Source: an optimization exercise on an open RTL-to-GDS flow (aim: small area and a short achievable clock period). Production flows keep margins and buffers that such runs may drop. Only the layout flow was run in this run; the RTL was not checked for function there. Power figures rest on the tool's default switching activity, not on a simulated workload.

<file path="design/flow/design.v">
`default_nettype none
package arm_exec_pkg;
    typedef logic [32-1:0] word_t;
    typedef struct packed {
        logic n;
        logic z;
        logic c;
        logic v;
    } flags_t;
    typedef enum logic [3:0] {
        OP_EOR = 4'd1,
        OP_SUB = 4'd2,
        OP_ADD = 4'd4,
        OP_TST = 4'd8,
        OP_TEQ = 4'd9,
        OP_CMP = 4'd10,
        OP_ORR = 4'd12,
        OP_MOV = 4'd13,
        OP_BIC = 4'd14,
        OP_MVN = 4'd15
    } opcode_t;
    typedef enum logic [3:0] {
        COND_EQ = 4'd0,
        COND_NE = 4'd1,
        COND_CS = 4'd2,
        COND_CC = 4'd3,
        COND_MI = 4'd4,
        COND_PL = 4'd5,
        COND_VS = 4'd6,
        COND_VC = 4'd7,
        COND_HI = 4'd8,
        COND_LS = 4'd9,
        COND_GE = 4'd10,
        COND_LT = 4'd11,
        COND_GT = 4'd12,
        COND_LE = 4'd13,
        COND_AL = 4'd14
    } cond_t;
    typedef enum logic [1:0] {
        SHIFT_LSL = 2'd0,
        SHIFT_LSR = 2'd1,
        SHIFT_ASR = 2'd2,
        SHIFT_ROR = 2'd3
    } shift_t;
    typedef enum logic [1:0] {
        FMT_DATA   = 2'd0,
        FMT_MEMORY = 2'd1,
        FMT_BRANCH = 2'd2
    } format_t;
endpackage
`default_nettype wire
`timescale 1ns/1ps
`default_nettype none
module shift_step #(
    parameter int W = 32,
    parameter int D = 1
) (
    input  logic [W+D-1:0] in,
    input  logic           s,
    output logic [W-1:0]   out
);
    assign out = ~(s ? in[W+D-1:D] : in[W-1:0]);
endmodule
module shift_ctl (
    input  logic [1:0] shift_type,
    output logic       lsl,
    output logic       asr,
    output logic       ror
);
    assign lsl = (shift_type == 2'd0);
    assign asr = (shift_type == 2'd2);
    assign ror = (shift_type == 2'd3);
endmodule
module shift_fill (
    input  logic [31:0] rm_value,
    input  logic        asr,
    input  logic        ror,
    output logic [30:0] fill_n
);
    for (genvar i = 0; i < 31; i++) begin : g_high
        assign fill_n[i] = ~((ror & rm_value[i]) | (asr & rm_value[31]));
    end
endmodule
module shift_left_step #(
    parameter int   D     = 1,
    parameter logic ZERO  = 1'b0     
) (
    input  logic [31:0] in,
    input  logic        s,
    output logic [31:0] out
);
    assign out[D-1:0]  = s ? {D{ZERO}} : ~in[D-1:0];
    assign out[31:D]   = ~(s ? in[31-D:0] : in[31:D]);
endmodule
module operand_shifter (
    input  logic [31:0] rm_value,
    input  logic [4:0]  amount,
    input  logic [1:0]  shift_type,
    output logic        lsl,
    output logic [31:0] right,       
    output logic [31:0] left         
);
    logic        asr;
    logic        ror;
    logic [30:0] fill_n;
    logic [46:0] st16;
    logic [38:0] st8_n;
    logic [34:0] st4;
    logic [32:0] st2_n;
    shift_ctl u_ctl (
        .shift_type (shift_type),
        .lsl        (lsl),
        .asr        (asr),
        .ror        (ror)
    );
    shift_fill u_fill (
        .rm_value (rm_value),
        .asr      (asr),
        .ror      (ror),
        .fill_n   (fill_n)
    );
    shift_step #(.W(47), .D(16)) u_st16 (.in({fill_n, ~rm_value}), .s(amount[4]), .out(st16));
    shift_step #(.W(39), .D(8))  u_st8  (.in(st16),    .s(amount[3]), .out(st8_n));
    shift_step #(.W(35), .D(4))  u_st4  (.in(st8_n),   .s(amount[2]), .out(st4));
    shift_step #(.W(33), .D(2))  u_st2  (.in(st4),     .s(amount[1]), .out(st2_n));
    shift_step #(.W(32), .D(1))  u_st1  (.in(st2_n),   .s(amount[0]), .out(right));
    logic [31:0] l16;
    logic [31:0] l8_n;
    logic [31:0] l4;
    logic [31:0] l2_n;
    shift_left_step #(.D(16), .ZERO(1'b0)) u_l16 (.in(~rm_value), .s(amount[4]), .out(l16));
    shift_left_step #(.D(8),  .ZERO(1'b1)) u_l8  (.in(l16),       .s(amount[3]), .out(l8_n));
    shift_left_step #(.D(4),  .ZERO(1'b0)) u_l4  (.in(l8_n),      .s(amount[2]), .out(l4));
    shift_left_step #(.D(2),  .ZERO(1'b1)) u_l2  (.in(l4),        .s(amount[1]), .out(l2_n));
    shift_left_step #(.D(1),  .ZERO(1'b0)) u_l1  (.in(l2_n),      .s(amount[0]), .out(left));
endmodule
module nand2_cell (
    input  logic a,
    input  logic b,
    output logic y
);
    assign y = ~(a & b);
endmodule
module operand_select #(
    parameter int W = 32
) (
    input  logic [W-1:0] imm,
    input  logic [W-1:0] fwd,
    input  logic [W-1:0] rev,
    input  logic         take_imm,
    input  logic         take_fwd,
    input  logic         take_rev,
    output logic [W-1:0] y
);
    for (genvar i = 0; i < W; i++) begin : g_bit
        logic imm_n;
        logic fwd_n;
        logic rev_n;
        nand2_cell u_imm (.a(imm[i]), .b(take_imm), .y(imm_n));
        nand2_cell u_fwd (.a(fwd[i]), .b(take_fwd), .y(fwd_n));
        nand2_cell u_rev (.a(rev[i]), .b(take_rev), .y(rev_n));
        nand3_cell u_or  (.a(imm_n), .b(fwd_n), .c(rev_n), .y(y[i]));
    end
endmodule
`default_nettype wire
`timescale 1ns/1ps
`default_nettype none
module pg_start (
    input  logic a,
    input  logic b,
    output logic gn,     
    output logic tn      
);
    assign gn = ~(a & b);
    assign tn = ~(a | b);
endmodule
module pg_n2p (
    input  logic gn,
    input  logic tn,
    input  logic gpn,
    input  logic tpn,
    output logic g,
    output logic t
);
    assign g = ~(gn & (tn | gpn));
    assign t = ~(tn | tpn);
endmodule
module pg_p2n (
    input  logic g,
    input  logic t,
    input  logic gp,
    input  logic tp,
    output logic gn,
    output logic tn
);
    assign gn = ~(g | (t & gp));
    assign tn = ~(t & tp);
endmodule
module g_n2p (
    input  logic gn,
    input  logic tn,
    input  logic gpn,
    output logic g
);
    assign g = ~(gn & (tn | gpn));
endmodule
module g_p2n (
    input  logic g,
    input  logic t,
    input  logic gp,
    output logic gn
);
    assign gn = ~(g | (t & gp));
endmodule
module xor2_cell (
    input  logic a,
    input  logic b,
    output logic y
);
    assign y = a ^ b;
endmodule
module nor4_cell (
    input  logic a,
    input  logic b,
    input  logic c,
    input  logic d,
    output logic y
);
    assign y = ~(a | b | c | d);
endmodule
module nor2_cell (
    input  logic a,
    input  logic b,
    output logic y
);
    assign y = ~(a | b);
endmodule
module zero32 (
    input  logic [31:0] x,
    output logic        zero
);
    logic [7:0] q;
    logic [1:0] h_n;
    for (genvar i = 0; i < 8; i++) begin : g_q
        nor4_cell u_nor (.a(x[4*i]), .b(x[4*i+1]), .c(x[4*i+2]), .d(x[4*i+3]), .y(q[i]));
    end
    for (genvar i = 0; i < 2; i++) begin : g_h
        nand4_cell u_nand (.a(q[4*i]), .b(q[4*i+1]), .c(q[4*i+2]), .d(q[4*i+3]), .y(h_n[i]));
    end
    nor2_cell u_all (.a(h_n[0]), .b(h_n[1]), .y(zero));
endmodule
module inv_cell (
    input  logic a,
    output logic y
);
    assign y = ~a;
endmodule
module prefix_carry #(
    parameter int W = 32
) (
    input  logic [W-1:0] a,
    input  logic [W-1:0] b,
    output logic [W-1:0] gen
);
    localparam int L = (W > 8) ? 5 : 3;    
    logic [W-1:0] g [L+1];
    logic [W-1:0] t [L+1];
    for (genvar i = 0; i < W; i++) begin : g_start
        pg_start u_cell (.a(a[i]), .b(b[i]), .gn(g[0][i]), .tn(t[0][i]));
    end
    for (genvar l = 0; l < L; l++) begin : g_level
        localparam int D = 1 << l;
        for (genvar i = 0; i < W; i++) begin : g_bit
            if (i >= 2 * D) begin : g_pg
                if (l % 2 == 0) begin : g_n
                    pg_n2p u_cell (.gn(g[l][i]), .tn(t[l][i]), .gpn(g[l][i-D]), .tpn(t[l][i-D]),
                                   .g(g[l+1][i]), .t(t[l+1][i]));
                end else begin : g_p
                    pg_p2n u_cell (.g(g[l][i]), .t(t[l][i]), .gp(g[l][i-D]), .tp(t[l][i-D]),
                                   .gn(g[l+1][i]), .tn(t[l+1][i]));
                end
            end else if (i >= D) begin : g_g
                if (l % 2 == 0) begin : g_n
                    g_n2p u_cell (.gn(g[l][i]), .tn(t[l][i]), .gpn(g[l][i-D]), .g(g[l+1][i]));
                end else begin : g_p
                    g_p2n u_cell (.g(g[l][i]), .t(t[l][i]), .gp(g[l][i-D]), .gn(g[l+1][i]));
                end
                assign t[l+1][i] = 1'b0;
            end else begin : g_pass
                inv_cell u_cell (.a(g[l][i]), .y(g[l+1][i]));
                assign t[l+1][i] = 1'b0;
            end
        end
    end
    assign gen = g[L];
endmodule
module opcode_decode (
    input  logic [3:0] opcode,
    output logic       writes_rd,
    output logic       supported
);
    always_comb begin
        case (opcode)
            4'd1, 4'd2, 4'd4, 4'd12, 4'd13, 4'd14, 4'd15: begin
                writes_rd = 1'b1;
                supported = 1'b1;
            end
            4'd8, 4'd9, 4'd10: begin
                writes_rd = 1'b0;
                supported = 1'b1;
            end
            default: begin
                writes_rd = 1'b0;
                supported = 1'b0;
            end
        endcase
    end
endmodule
module dataproc_logic (
    input  logic [3:0]  opcode,
    input  logic        sub,         
    input  logic [31:0] rn_value,
    input  logic [31:0] operand2,
    output logic [31:0] logic_res,
    output logic        z_logic,
    output logic        z_arith
);
    logic [31:0] hs;
    logic [31:0] zero_bits;
    for (genvar i = 0; i < 32; i++) begin : g_hs
        xor2_cell u_hs (.a(rn_value[i]), .b(operand2[i]), .y(hs[i]));
    end
    always_comb begin
        case (opcode)
            4'd8:    logic_res = rn_value & operand2;    
            4'd12:   logic_res = rn_value | operand2;    
            4'd13:   logic_res = operand2;               
            4'd14:   logic_res = rn_value & ~operand2;   
            4'd15:   logic_res = ~operand2;              
            default: logic_res = hs;                     
        endcase
    end
    zero32 u_z_logic (.x(logic_res), .zero(z_logic));
    logic [31:0] zero_carry;
    assign zero_carry = {rn_value[30:0] | operand2[30:0], 1'b0} & {32{~sub}};
    for (genvar i = 0; i < 32; i++) begin : g_zb
        xor2_cell u_zb (.a(hs[i]), .b(zero_carry[i]), .y(zero_bits[i]));
    end
    zero32 u_z_arith (.x(zero_bits), .zero(z_arith));
endmodule
module dataproc_adder (
    input  logic        sub,         
    input  logic [31:0] x,
    input  logic [31:0] operand2,
    output logic [31:0] sum,
    output logic        c_arith,
    output logic        v_arith,     
    output logic        v_gate
);
    logic [31:0] gen;
    logic [31:0] hx;
    logic [31:0] hxs;
    for (genvar i = 0; i < 32; i++) begin : g_hx
        xor2_cell u_hx  (.a(x[i]), .b(operand2[i]), .y(hx[i]));
        xor2_cell u_hxs (.a(hx[i]), .b(sub), .y(hxs[i]));
    end
    prefix_carry #(.W(32)) u_carry (.a(x), .b(operand2), .gen(gen));
    assign sum[0] = hxs[0];
    for (genvar i = 1; i < 32; i++) begin : g_sum
        xor2_cell u_sum (.a(hxs[i]), .b(gen[i-1]), .y(sum[i]));
    end
    xor2_cell u_c (.a(gen[31]), .b(sub), .y(c_arith));
    xor2_cell u_v (.a(operand2[31]), .b(gen[30]), .y(v_arith));
    assign v_gate = ~hx[31];
endmodule
`default_nettype wire
`timescale 1ns/1ps
`default_nettype none
module mux2i_cell (
    input  logic a,
    input  logic b,
    input  logic s,
    output logic y
);
    assign y = ~(s ? b : a);
endmodule
module condition_entry #(
    parameter logic [3:0] F = 4'd0
) (
    input  logic [3:0] cond,
    output logic       passes
);
    localparam logic N = F[3];
    localparam logic Z = F[2];
    localparam logic C = F[1];
    localparam logic V = F[0];
    logic [2:0] pair;
    logic       even;
    logic       odd;
    assign pair = cond[3:1];
    always_comb begin
        case (pair)
            3'd0:    even = Z;
            3'd1:    even = C;
            3'd2:    even = N;
            3'd3:    even = V;
            3'd4:    even = C & ~Z;             
            3'd5:    even = (N == V);           
            3'd6:    even = ~Z & (N == V);      
            default: even = 1'b1;               
        endcase
        odd = (pair == 3'd7) | ~even;
    end
    mux2i_cell u_mux (.a(~even), .b(~odd), .s(cond[0]), .y(passes));
endmodule
module condition_table (
    input  logic [3:0]  cond,
    output logic [15:0] table_out
);
    for (genvar f = 0; f < 16; f++) begin : g_flags
        condition_entry #(.F(4'(f))) u_entry (.cond(cond), .passes(table_out[f]));
    end
endmodule
module condition_check (
    input  logic [3:0] flags,    
    input  logic [3:0] cond,
    output logic       passes
);
    logic n, z, c, v;
    assign {n, z, c, v} = flags;
    logic [15:0] table_out;
    condition_table u_table (.cond(cond), .table_out(table_out));
    logic [7:0] m1_n;    
    logic [3:0] m2;      
    logic [1:0] m3_n;    
    for (genvar j = 0; j < 8; j++) begin : g_m1
        localparam int NN = j / 4;
        localparam int CC = (j / 2) % 2;
        localparam int VV = j % 2;
        mux2i_cell u_mux (.a(table_out[8*NN + 0 + 2*CC + VV]), .b(table_out[8*NN + 4 + 2*CC + VV]),
                          .s(z), .y(m1_n[j]));
    end
    for (genvar j = 0; j < 4; j++) begin : g_m2
        localparam int NN = j / 2;
        localparam int VV = j % 2;
        mux2i_cell u_mux (.a(m1_n[4*NN + VV]), .b(m1_n[4*NN + 2 + VV]), .s(c), .y(m2[j]));
    end
    for (genvar j = 0; j < 2; j++) begin : g_m3
        mux2i_cell u_mux (.a(m2[j]), .b(m2[2 + j]), .s(n), .y(m3_n[j]));
    end
    mux2i_cell u_m4 (.a(m3_n[0]), .b(m3_n[1]), .s(v), .y(passes));
endmodule
`default_nettype wire
`timescale 1ns/1ps
`default_nettype none
module mem_row_decode (
    input  logic [7:0]  addr,
    output logic [31:0] hi,      
    output logic [31:0] lo
);
    logic [7:0] hi0;
    logic [7:0] lo0;
    logic [7:0] hi1;
    logic [7:0] lo1;
    for (genvar i = 0; i < 8; i++) begin : g_line
        assign hi0[i] = (addr[7:5] == 3'(i));
        assign lo0[i] = (addr[4:2] == 3'(i));
    end
    assign lo1 = {lo0[6:0], lo0[7]};
    assign hi1 = lo0[7] ? {hi0[6:0], hi0[7]} : hi0;
    for (genvar k = 0; k < 4; k++) begin : g_bank
        logic next;
        assign next = (addr[1:0] > 2'(k));
        assign hi[8*k +: 8] = next ? hi1 : hi0;
        assign lo[8*k +: 8] = next ? lo1 : lo0;
    end
endmodule
module aoi22_cell (
    input  logic a1,
    input  logic a2,
    input  logic b1,
    input  logic b2,
    output logic y
);
    assign y = ~((a1 & a2) | (b1 & b2));
endmodule
module nand3_cell (
    input  logic a,
    input  logic b,
    input  logic c,
    output logic y
);
    assign y = ~(a & b & c);
endmodule
module nand4_cell (
    input  logic a,
    input  logic b,
    input  logic c,
    input  logic d,
    output logic y
);
    assign y = ~(a & b & c & d);
endmodule
module byte_select8 (
    input  logic [63:0] data,    
    input  logic [7:0]  sel,
    output logic [7:0]  y
);
    for (genvar b = 0; b < 8; b++) begin : g_bit
        logic [3:0] t_n;
        for (genvar q = 0; q < 4; q++) begin : g_pair
            aoi22_cell u_aoi (
                .a1 (sel[2*q]),
                .a2 (data[8*(2*q) + b]),
                .b1 (sel[2*q+1]),
                .b2 (data[8*(2*q+1) + b]),
                .y  (t_n[q])
            );
        end
        nand4_cell u_nand (.a(t_n[0]), .b(t_n[1]), .c(t_n[2]), .d(t_n[3]), .y(y[b]));
    end
endmodule
module bank_read_mux (
    input  logic [511:0] bank,
    input  logic [7:0]   hi,
    input  logic [7:0]   lo,
    output logic [7:0]   data
);
    logic [63:0] group;      
    for (genvar h = 0; h < 8; h++) begin : g_group
        byte_select8 u_lo (.data(bank[64*h +: 64]), .sel(lo), .y(group[8*h +: 8]));
    end
    byte_select8 u_hi (.data(group), .sel(hi), .y(data));
endmodule
module addr_adder (
    input  logic [7:0] rn,
    input  logic [7:0] offset,
    input  logic       up,
    output logic [7:0] addr
);
    logic [7:0] gen;
    logic [7:0] hs;
    prefix_carry #(.W(8)) u_carry (.a(rn ^ {8{~up}}), .b(offset), .gen(gen));
    for (genvar i = 0; i < 8; i++) begin : g_bit
        xor2_cell u_hs  (.a(rn[i]), .b(offset[i]), .y(hs[i]));
    end
    assign addr[0] = hs[0];
    for (genvar i = 1; i < 8; i++) begin : g_sum
        xor2_cell u_sum (.a(hs[i]), .b(gen[i-1]), .y(addr[i]));
    end
endmodule
module mem_read_addr (
    input  logic [7:0]  rn,
    input  logic [7:0]  offset,
    input  logic        up,
    input  logic        en,
    output logic [31:0] hi,      
    output logic [31:0] lo,
    output logic [1:0]  lane
);
    logic [7:0]  addr;
    logic [31:0] hi_any;
    addr_adder u_add (
        .rn     (rn),
        .offset (offset),
        .up     (up),
        .addr   (addr)
    );
    mem_row_decode u_decode (
        .addr (addr),
        .hi   (hi_any),
        .lo   (lo)
    );
    assign hi   = hi_any & {32{en}};
    assign lane = addr[1:0];
endmodule
module mem_read_port (
    input  logic [2047:0] mem,       
    input  logic [31:0]   hi,        
    input  logic [31:0]   lo,
    output logic [31:0]   bytes      
);
    for (genvar k = 0; k < 4; k++) begin : g_bank
        bank_read_mux u_mux (
            .bank (mem[512*k +: 512]),
            .hi   (hi[8*k +: 8]),
            .lo   (lo[8*k +: 8]),
            .data (bytes[8*k +: 8])
        );
    end
endmodule
module mem_word_merge (
    input  logic [31:0] bytes,       
    input  logic [3:0]  lane,        
    input  logic [31:0] other_n,     
    output logic [31:0] word
);
    for (genvar j = 0; j < 4; j++) begin : g_lane
        for (genvar b = 0; b < 8; b++) begin : g_bit
            logic t01_n;
            logic t23_n;
            aoi22_cell u_t01 (
                .a1 (lane[(0 - j) & 3]), .a2 (bytes[8*0 + b]),
                .b1 (lane[(1 - j) & 3]), .b2 (bytes[8*1 + b]),
                .y  (t01_n)
            );
            aoi22_cell u_t23 (
                .a1 (lane[(2 - j) & 3]), .a2 (bytes[8*2 + b]),
                .b1 (lane[(3 - j) & 3]), .b2 (bytes[8*3 + b]),
                .y  (t23_n)
            );
            nand3_cell u_or (
                .a (t01_n),
                .b (t23_n),
                .c (other_n[8*(3-j) + b]),
                .y (word[8*(3-j) + b])
            );
        end
    end
endmodule
module mem_write_port (
    input  logic [7:0]   rn,
    input  logic [7:0]   offset,
    input  logic         up,
    input  logic         en,
    input  logic [31:0]  word,
    output logic [255:0] row_en,     
    output logic [255:0] row_hold,   
    output logic [31:0]  bytes       
);
    logic [7:0]  addr;
    logic [31:0] hi;
    logic [31:0] lo;
    addr_adder u_add (
        .rn     (rn),
        .offset (offset),
        .up     (up),
        .addr   (addr)
    );
    mem_row_decode u_decode (
        .addr (addr),
        .hi   (hi),
        .lo   (lo)
    );
    for (genvar k = 0; k < 4; k++) begin : g_bank
        logic [1:0] j;
        assign j = 2'(k) - addr[1:0];
        assign bytes[8*k +: 8] = word[8*(3-j) +: 8];
        logic [7:0] lo_en;
        for (genvar l = 0; l < 8; l++) begin : g_lo
            assign lo_en[l] = lo[8*k + l] & en;
        end
        for (genvar r = 0; r < 64; r++) begin : g_row
            nand2_cell u_hold (
                .a (hi[8*k + r / 8]),
                .b (lo_en[r % 8]),
                .y (row_hold[64*k + r])
            );
            inv_cell u_en (.a(row_hold[64*k + r]), .y(row_en[64*k + r]));
        end
    end
endmodule
module decode3 (
    input  logic [2:0] x,
    output logic [7:0] y
);
    for (genvar i = 0; i < 8; i++) begin : g_line
        assign y[i] = (x == 3'(i));
    end
endmodule
`default_nettype wire
`timescale 1ns/1ps
`default_nettype none
module executor (
    input  logic        clk,
    input  logic        nreset,
    input  logic        enable,
    input  logic [31:0] decoder_inst,
    input  logic [31:0] rn_value,
    input  logic [31:0] rd_rm_value,    
    input  logic [31:0] pc,
    output logic        ready,
    output logic [3:0]  cpsr,
    output logic        condition_passes,
    output logic [31:0] executor_inst,
    output logic        update_pc,
    output logic [31:0] new_pc,
    output logic        update_rd,
    output logic [31:0] rd_value
);
    logic [31:0] inst;
    logic [1:0]  fmt;
    assign inst = decoder_inst;
    assign fmt  = inst[27:26];
    logic cond_passes;
    condition_check u_condition_check (
        .flags  (cpsr),
        .cond   (inst[31:28]),
        .passes (condition_passes)
    );
    condition_check u_condition_internal (
        .flags  (cpsr),
        .cond   (inst[31:28]),
        .passes (cond_passes)
    );
    logic data_op;
    logic memory_op;
    logic branch_op;
    logic is_branch;
    assign data_op   = enable && (fmt == 2'd0);
    assign memory_op = enable && (fmt == 2'd1);
    assign branch_op = enable && (fmt == 2'd2);
    assign is_branch = cond_passes && branch_op;
    logic [31:0] shift_right;
    logic [31:0] shift_left;
    logic        shift_lsl;
    operand_shifter u_operand_shifter (
        .rm_value   (rd_rm_value),
        .amount     (inst[11:7]),
        .shift_type (inst[6:5]),
        .lsl        (shift_lsl),
        .right      (shift_right),
        .left       (shift_left)
    );
    logic [31:0] rotated_imm;
    assign rotated_imm = 32'({24'd0, inst[7:0], 24'd0, inst[7:0]} >> {inst[11:8], 1'b0});
    logic [29:0] link_word;
    logic [30:0] branch_sum;
    logic [31:0] branch_target;
    logic [31:0] link_value;
    assign link_word     = pc[31:2] + 30'd1;
    assign branch_sum    = {link_word, 1'b1} + {{6{inst[23]}}, inst[23:0], 1'b1};
    assign branch_target = {branch_sum[30:1], pc[1:0]};
    assign link_value    = {link_word, pc[1:0]};
    logic        link_op;
    logic [31:0] operand2;
    assign link_op = !data_op;
    operand_select #(.W(32)) u_operand2 (
        .imm      (link_op ? link_value : rotated_imm),
        .fwd      (shift_right),
        .rev      (shift_left),
        .take_imm (inst[25] || link_op),
        .take_fwd (!inst[25] && !link_op && !shift_lsl),
        .take_rev (!inst[25] && !link_op && shift_lsl),
        .y        (operand2)
    );
    logic alu_writes_rd;
    logic alu_supported;
    opcode_decode u_opcode_decode (
        .opcode    (inst[24:21]),
        .writes_rd (alu_writes_rd),
        .supported (alu_supported)
    );
    logic op_sub;
    logic op_arith;
    assign op_sub   = data_op && ((inst[24:21] == 4'd2) || (inst[24:21] == 4'd10));
    assign op_arith = data_op && ((inst[24:21] == 4'd2) || (inst[24:21] == 4'd10)
                                  || (inst[24:21] == 4'd4));
    logic take_op;
    logic flags_op;
    assign take_op  = !nreset && ((data_op && alu_writes_rd) || (branch_op && inst[24]));
    assign flags_op = !nreset && data_op && inst[20] && alu_supported;
    logic [31:0] logic_res;
    logic        z_logic;
    logic        z_arith;
    dataproc_logic u_dataproc_logic (
        .opcode    (data_op ? inst[24:21] : 4'd13),      
        .sub       (op_sub),
        .rn_value  (rn_value),
        .operand2  (operand2),
        .logic_res (logic_res),
        .z_logic   (z_logic),
        .z_arith   (z_arith)
    );
    logic [31:0] alu_x_q;
    logic [31:0] alu_op2_q;
    logic        alu_sub_q;
    logic [31:0] logic_q;
    logic        z_logic_q;
    logic        z_arith_q;
    logic        res_arith_q;    
    logic        res_logic_q;    
    logic        flag_arith_q;   
    logic        flag_logic_q;   
    logic [3:0]  cpsr_q;         
    always_ff @(posedge clk) begin
        alu_x_q      <= rn_value ^ {32{op_sub}};
        alu_op2_q    <= operand2;
        alu_sub_q    <= op_sub;
        logic_q      <= logic_res;
        z_logic_q    <= z_logic;
        z_arith_q    <= z_arith;
        res_arith_q  <= cond_passes && take_op && op_arith;
        res_logic_q  <= cond_passes && take_op && !op_arith;
        flag_arith_q <= cond_passes && flags_op && op_arith;
        flag_logic_q <= cond_passes && flags_op && !op_arith;
        cpsr_q       <= nreset ? 4'd0 : cpsr;
    end
    logic [31:0] alu_sum;
    logic        c_arith;
    logic        v_arith;
    logic        v_gate;
    dataproc_adder u_dataproc_adder (
        .sub      (alu_sub_q),
        .x        (alu_x_q),
        .operand2 (alu_op2_q),
        .sum      (alu_sum),
        .c_arith  (c_arith),
        .v_arith  (v_arith),
        .v_gate   (v_gate)
    );
    logic [3:0] cpsr_other;
    assign cpsr_other[3] = flag_logic_q ? logic_q[31] : cpsr_q[3];
    assign cpsr_other[2] = flag_logic_q ? z_logic_q   : cpsr_q[2];
    assign cpsr_other[1] = !flag_logic_q && cpsr_q[1];
    assign cpsr_other[0] = !flag_logic_q && cpsr_q[0];
    assign cpsr[3] = flag_arith_q ? alu_sum[31] : cpsr_other[3];
    assign cpsr[2] = flag_arith_q ? z_arith_q   : cpsr_other[2];
    assign cpsr[1] = flag_arith_q ? c_arith     : cpsr_other[1];
    assign cpsr[0] = (flag_arith_q && v_gate && v_arith) || (!flag_arith_q && cpsr_other[0]);
    logic [7:0] offset8;
    operand_select #(.W(8)) u_offset (
        .imm      (inst[7:0]),
        .fwd      (shift_right[7:0]),
        .rev      (shift_left[7:0]),
        .take_imm (!inst[25]),
        .take_fwd (inst[25] && !shift_lsl),
        .take_rev (inst[25] && shift_lsl),
        .y        (offset8)
    );
    logic mem_read_op;
    logic mem_read_en;
    logic mem_write_en;
    assign mem_read_op  = !nreset && memory_op && inst[20];
    assign mem_read_en  = cond_passes && mem_read_op;
    assign mem_write_en = cond_passes && (memory_op && !inst[20] && !inst[25]);
    logic [2047:0] mem;          
    logic [255:0]  mem_row_en;
    logic [255:0]  mem_row_hold;
    logic [31:0]   mem_bytes;
    mem_write_port u_mem_write (
        .rn       (rn_value[7:0]),
        .offset   (inst[7:0]),
        .up       (inst[23]),
        .en       (mem_write_en),
        .word     (rd_rm_value),
        .row_en   (mem_row_en),
        .row_hold (mem_row_hold),
        .bytes    (mem_bytes)
    );
    always_ff @(posedge clk) begin
        for (int i = 0; i < 256; i++) begin
            mem[8*i +: 8] <= (mem_bytes[8*(i/64) +: 8] & {8{mem_row_en[i]}})
                             | (mem[8*i +: 8] & {8{mem_row_hold[i]}});
        end
    end
    logic [31:0] load_hi;
    logic [31:0] load_lo;
    logic [1:0]  load_lane;
    logic [31:0] load_hi_q;
    logic [31:0] load_lo_q;
    logic [3:0]  load_lane_q;    
    logic [31:0] load_bytes;
    mem_read_addr u_mem_read_addr (
        .rn     (rn_value[7:0]),
        .offset (offset8),
        .up     (inst[23]),
        .en     (mem_read_en),
        .hi     (load_hi),
        .lo     (load_lo),
        .lane   (load_lane)
    );
    always_ff @(posedge clk) begin
        load_hi_q   <= load_hi;
        load_lo_q   <= load_lo;
        load_lane_q <= 4'b0001 << load_lane;
    end
    mem_read_port u_mem_read (
        .mem   (mem),
        .hi    (load_hi_q),
        .lo    (load_lo_q),
        .bytes (load_bytes)
    );
    logic [31:0] alu_word_n;
    assign alu_word_n = ~((alu_sum & {32{res_arith_q}}) | (logic_q & {32{res_logic_q}}));
    mem_word_merge u_mem_merge (
        .bytes   (load_bytes),
        .lane    (load_lane_q),
        .other_n (alu_word_n),
        .word    (rd_value)
    );
    logic inst_take;
    logic inst_hold;
    logic pc_take;
    logic pc_hold;
    assign inst_take = !nreset && enable;
    assign inst_hold = !nreset && !enable;
    assign pc_take   = cond_passes && (!nreset && branch_op);
    assign pc_hold   = !nreset && !(cond_passes && branch_op);
    always_ff @(posedge clk) begin
        executor_inst <= (inst & {32{inst_take}}) | (executor_inst & {32{inst_hold}});
        new_pc        <= (branch_target & {32{pc_take}}) | (new_pc & {32{pc_hold}});
    end
    always_ff @(posedge clk) begin
        if (nreset) begin
            ready     <= 1'b0;
            update_pc <= 1'b0;
            update_rd <= 1'b0;
        end else begin
            ready     <= enable;
            update_pc <= is_branch;
            update_rd <= cond_passes && ((data_op && alu_writes_rd) || (branch_op && inst[24])
                                         || mem_read_op);
        end
    end
endmodule
`default_nettype wire
</file>
<file path="design/flow/standard.sh">
#!/bin/bash
# synth_recipe.tcl (not shown) runs the flow's synth.tcl, then flattens the netlist and writes it again
# the make line also repeats each setting of config.mk as NAME=value (left out here)
make -C /OpenROAD-flow-scripts/flow DESIGN_CONFIG=/design/flow/config.mk WORK_HOME=/design/flow/orfs CLKGATE_MAP_FILE= SYNTH_SCRIPT=/design/flow/synth_recipe.tcl "${@:-finish}"
</file>
<file path="design/flow/constraint.sdc">
create_clock -name core_clock -period 10.0 [get_ports {clk}]
set_input_delay 2.0000 -clock core_clock [delete_from_list [all_inputs] [get_ports {clk}]]
set_output_delay 2.0000 -clock core_clock [all_outputs]
set_load 0.01 [all_outputs]
</file>
<file path="design/flow/flow/downsize.py">
#!/usr/bin/env python3
"""Set every combinational cell of a netlist to the smallest drive of its type.

Reads the liberty file for cell areas; cells whose names differ only in the
drive suffix (_0, _1, _2, ...) share function and pins. Sequential cells,
tie cells and anything without a smaller variant are left alone. The placer
and the timing repair size cells up again where slew, load or timing need it.
usage: downsize.py LIB NETLIST_IN NETLIST_OUT
"""
import re
import sys

lib, src, dst = sys.argv[1:4]
text = open(lib).read()
area = {}
for m in re.finditer(r'cell\s*\(\s*"?(sky130_fd_sc_hd__\w+)"?\s*\)\s*\{\s*(.*?)area\s*:\s*([\d.]+)', text, re.S):
    area[m.group(1)] = float(m.group(3))

keep = ('df', 'edf', 'sdf', 'dl', 'sedf', 'conb', 'tap', 'fill', 'decap', 'lpflow', 'probe',
        'clkbuf', 'clkinv', 'clkdly', 'dlygate', 'dlymetal', 'buf', 'inv', 'bufinv', 'bufbuf')
groups = {}
for cell in area:
    m = re.match(r'sky130_fd_sc_hd__(\w+?)_(\d+)$', cell)
    if not m:
        continue
    base = m.group(1)
    if base.startswith(keep):
        continue
    groups.setdefault(base, []).append(cell)

best = {}
for base, cells in groups.items():
    # smallest area; among equal areas the larger drive
    cells.sort(key=lambda c: (area[c], -int(c.rsplit('_', 1)[1])))
    for c in cells:
        best[c] = cells[0]

count = 0
out = []
for line in open(src):
    m = re.match(r'(\s*)(sky130_fd_sc_hd__\w+)(\s.*)', line)
    if m and m.group(2) in best and best[m.group(2)] != m.group(2):
        line = m.group(1) + best[m.group(2)] + m.group(3) + '\n'
        count += 1
    out.append(line)
open(dst, 'w').write(''.join(out))
print(f'downsized {count} cells')
</file>
<file path="design/flow/flow/run.sh">
#!/bin/bash
# The standard layout (standard.sh), with two changes:
# - port buffers are a real buffer cell, not the delay cell buffer_ports
#   picks by default;
# - after synthesis every combinational cell is set to its smallest drive
#   (downsize.py), and placement and timing repair size up what needs it.
set -euo pipefail
export BUFFER_PORTS_ARGS="-buffer_cell sky130_fd_sc_hd__buf_4"
bash standard.sh synth > synth.log 2>&1
R=orfs/results/sky130hd/executor/base
python3 flow/downsize.py "$FLOW_HOME/platforms/sky130hd/lib/sky130_fd_sc_hd__tt_025C_1v80.lib" \
    $R/1_2_yosys.v $R/1_2_yosys_small.v > downsize.log 2>&1
mv $R/1_2_yosys_small.v $R/1_2_yosys.v
rm -f $R/1_synth.odb $R/1_synth.sdc
bash standard.sh > standard.log 2>&1
</file>
<file path="design/flow/config.mk">
export PLATFORM = sky130hd
export DESIGN_NAME = executor
export DESIGN_NICKNAME = executor
export VERILOG_FILES = /design/flow/design.v
export SDC_FILE = /design/flow/constraint.sdc
export NUM_CORES = 8
export LEC_CHECK = 0
export CAP_MARGIN = 20
export CORE_MARGIN = 2
export CORE_UTILIZATION = 55
export CTS_CLUSTER_DIAMETER = 100
export CTS_CLUSTER_SIZE = 28
export PLACE_DENSITY = 0.65
export SETUP_SLACK_MARGIN = 5
export SLEW_MARGIN = 20
export SYNTH_HIERARCHICAL = 1
export TNS_END_PERCENT = 5
</file>
==> run notes <==
status=complete, no violations; Placed Instances=approximately 12000; hold slack=0.459 ns; Rows=approximately 160; Total Routing Usage GR=between 30% and 40%; Overflow after GRT=0; Highest Clock Rate=between 150 and 200 MHz; height of the chip=427 µm; initial core utilization=a little under three fifths; CP Cell Sequence=buf_16, buf_8, buf_6, mux2_2, mux2i_1, mux2i_1, mux2i_1, mux2i_1, mux2i_1, nand2b_1, nor4_2, buf_4, and2_1, nand2_1, inv_1, a22o_1; peak supply drop=168 µV; worst setup margin=around 4.4 ns; Die Span X=around 430 µm; DIE AREA=roughly 0.18 mm²; vias in the first global route=a little under 80000; total power draw=about 19000 µW; Worst path slowest cell=and2_1; Tightest Pin Transition=between 1 and 1.5 ns; critical path arrival=around 6.3 ns; maxcap violations=0; initial antenna violation count=20; number of port buffers=234; root buffer cell=clkbuf_16; sink of the worst hold path=new_pc[24]$_DFF_P_; syn nets=roughly 10000; largest net degree at the start of global routing=68; Skew-Pair Late Insertion Delay=0.82 ns; DR pass1 iterations=8; Final Slew Violations=0; post-route ant nets=0; hold crit path type=reg -> reg; Final setup viols=0; Synth Cell Area=roughly 0.099 mm²; WL met1=roughly 140000 µm; largest buffer count on any clock path=3; CP Buf/Inv Count=5; power density over the cells=approximately 180 mW/mm²; first-pass GRT wire length=between 500000 and 600000 µm; net total in the final layout=9728; CTS tree=yes; Static Leak=~0.043 µW; worst setup path class=in -> reg; worst hold start=new_pc[24]$_DFF_P_; share of cells above drive strength 1=a little over a tenth; start point of the critical path=decoder_inst[31]; Req. time, crit path=roughly 11 ns; met2 WL=roughly 150000 µm; CP max stage delay=between 0.8 and 0.9 ns; Reg2Reg Launch Point=alu_op2_q[19]$_DFF_P_; dpl hpwl=~220000 µm; I/O pin total=about 240; Final Hold Fails=0; Area Overhead vs Synth=8.12%; Worst-path clk slew=approximately 0.11 ns; total CTS buffers=95; top layer in use=met5; CP delay by family, top=simple AND/OR/NAND/NOR gates; synthesized instance count=9939; non-filler cells, final=11948; RSZ-0062 raised after global routing=yes; wire per inst=around 29 µm; Met3 Wirelength=roughly 30000 µm; worst reg2reg setup slack=between 4 and 5 ns; DR iter-0 viols=approximately 10000; CP Launch Type=primary input; Layout fillers=14982; Post-CTS Hold Buffers=0; worst slack, placed=~2.5 ns; # DRC=0; worst rel slew slack=between 20% and 30%; FF-to-FF End=mem[651]$_DFF_P_; crit path time final=about 5.6 ns; Ys Warns=34; Worst Path Max Fanout=32; Sink Count=2290; Vias=83631; Post-Route Skew=between 0.05 and 0.06 ns; core area=approximately 0.18 mm²; CP endpoint kind=register; WHS Path Cells=2; Post-Syn Area per Cell=approximately 10 µm²; R2R depth=19; total wire length=about 350000 µm; routability cong.=slightly below 1; Fin Setup TNS=0 ns; Most common cell on crit path=mux2i_1; H-tree Lvls=3; via/cell ratio=~7; Tcrit/Tclk final=a little under three fifths
layout by cell type (no fill, tap or decap), types with 11 or more instances in the layout:
master     count
a21oi_1      146
a22o_1      2052
a22oi_1     1062
a22oi_2      221
a2bb2oi_1     32
and2_1        59
and2_2        15
and3_1        14
buf_12        30
buf_16        19
buf_4        295
buf_6         57
buf_8         14
clkbuf_16     97
dfxtp_1     2252
dfxtp_2       30
diode_2       16
ha_1          37
inv_1        379
mux2_2        16
mux2i_1      413
mux4_2        23
nand2_1      635
nand2b_1      31
nand3_1       69
nand3_2       32
nand4_1      309
nor2_1       297
nor2_2        11
nor2b_1       22
nor3_1        21
nor4_1        15
o21ai_1      260
o21ai_2       13
o21bai_1      38
o221a_2       32
xnor2_1       89
xor2_1       212
power breakdown:
part | switching [µW] | internal (µW) | leakage, µW | total, µW
clock network | 2970 | 1820 | 0.00131 | 4790
registers | 325 | 9500 | 0.0185 | 9830
logic | 3160 | 1210 | 0.0228 | 4370
total | 6450 | 12500 | 0.0426 | 19000
cell type report:
cell class | instances | area (µm²) | area share, %
antenna | 16 | 40.0 | 0.0376
tap | 2355 | 2950 | 2.77
timing repair buffer | 422 | 4420 | 4.15
inverter | 388 | 1470 | 1.38
sequential | 2290 | 45900 | 43.1
clock buffer | 98 | 2440 | 2.29
clock inverter | 17 | 258 | 0.242
multi-input combinational | 6362 | 49000 | 46.0
worst max-delay path by stage:
| stage | cells past startpoint | slack (ns) | end |
|---|---|---|---|
| CTS | 9 | 4.60 | condition_passes |
| global route | 11 | 4.39 | condition_passes |
| finish | 16 | 4.39 | mem[651]$_DFF_P_ |
| detailed placement | 18 | 2.47 | load_hi_q[19]$_DFF_P_ |
| global placement | 18 | 2.46 | load_hi_q[19]$_DFF_P_ |
| floorplan | 21 | 4.93 | load_hi_q[19]$_DFF_P_ |
stage by stage:
stage          area, µm²  utilization (%)
3_3_place_gp      100000             56.1
4_1_cts           106000             59.6
5_1_grt           107000             59.8
6_report          107000             59.8
3_5_place_dp      100000             56.1
2_1_floorplan      98500                -
registers in the layout (all words and copies together), names as in the netlist, 4 cells and up:
signal	cells
mem	2048
load_hi_q	32
new_pc	32
load_lane_q	4
alu_x_q	32
executor_inst	32
cpsr_q	4
logic_q	32
alu_op2_q	32
load_lo_q	32
what timing repair did:
item | CTS | global route
setup buffers | 63 | 10
gates resized for setup | 496 | 53
cloned | 24 | 0
pin swaps | 174 | 6
setup endpoints to repair | 2145 | 2131
metal layers:
metal / GRT usage, % / vias up
li1: - / 37004
met1: 49.2 / 41568
met2: 54.8 / 4240
met3: 6.12 / 809
met4: 18.3 / 10
met5: 0 / -
worst register-to-register path, delay by kind of cell (launching register included):
family | cells | cell delay [ns]
AO/OA/AOI/OAI | 3 | 0.66
XOR/XNOR | 1 | 0.17
buffers and inverters | 3 | 0.97
flip-flops | 1 | 0.41
multiplexers | 3 | 0.76
AND/OR/NAND/NOR | 9 | 2.42

-- afterwards: timing with drivers on the ports --
No port has a modelled driver above. Below, the same layout with a new extraction and two added sets of constraints. Step 1 (the two cells are an assumption about what drives the block):
set clk [get_ports {clk}]
set_driving_cell -lib_cell sky130_fd_sc_hd__clkbuf_16 $clk
set_driving_cell -lib_cell sky130_fd_sc_hd__buf_2 [delete_from_list [all_inputs] $clk]
Step 2 also shifts input and output timing later by t, the mid clock arrival at the registers, as if the neighbouring blocks saw the same clock. Slacks: ideal ports / drivers / drivers and shift; pairs: ideal ports / drivers.
shift t [ns]: 0.897
setup slack, ns: 4.388 / 4.289 / 3.393
worst hold slack (ns): 0.459 / 0.459 / 0.459
After both steps setup and hold are still met in this run. The setup slack of this run moves by -0.099 ns with the drivers and by -0.995 ns with both steps.
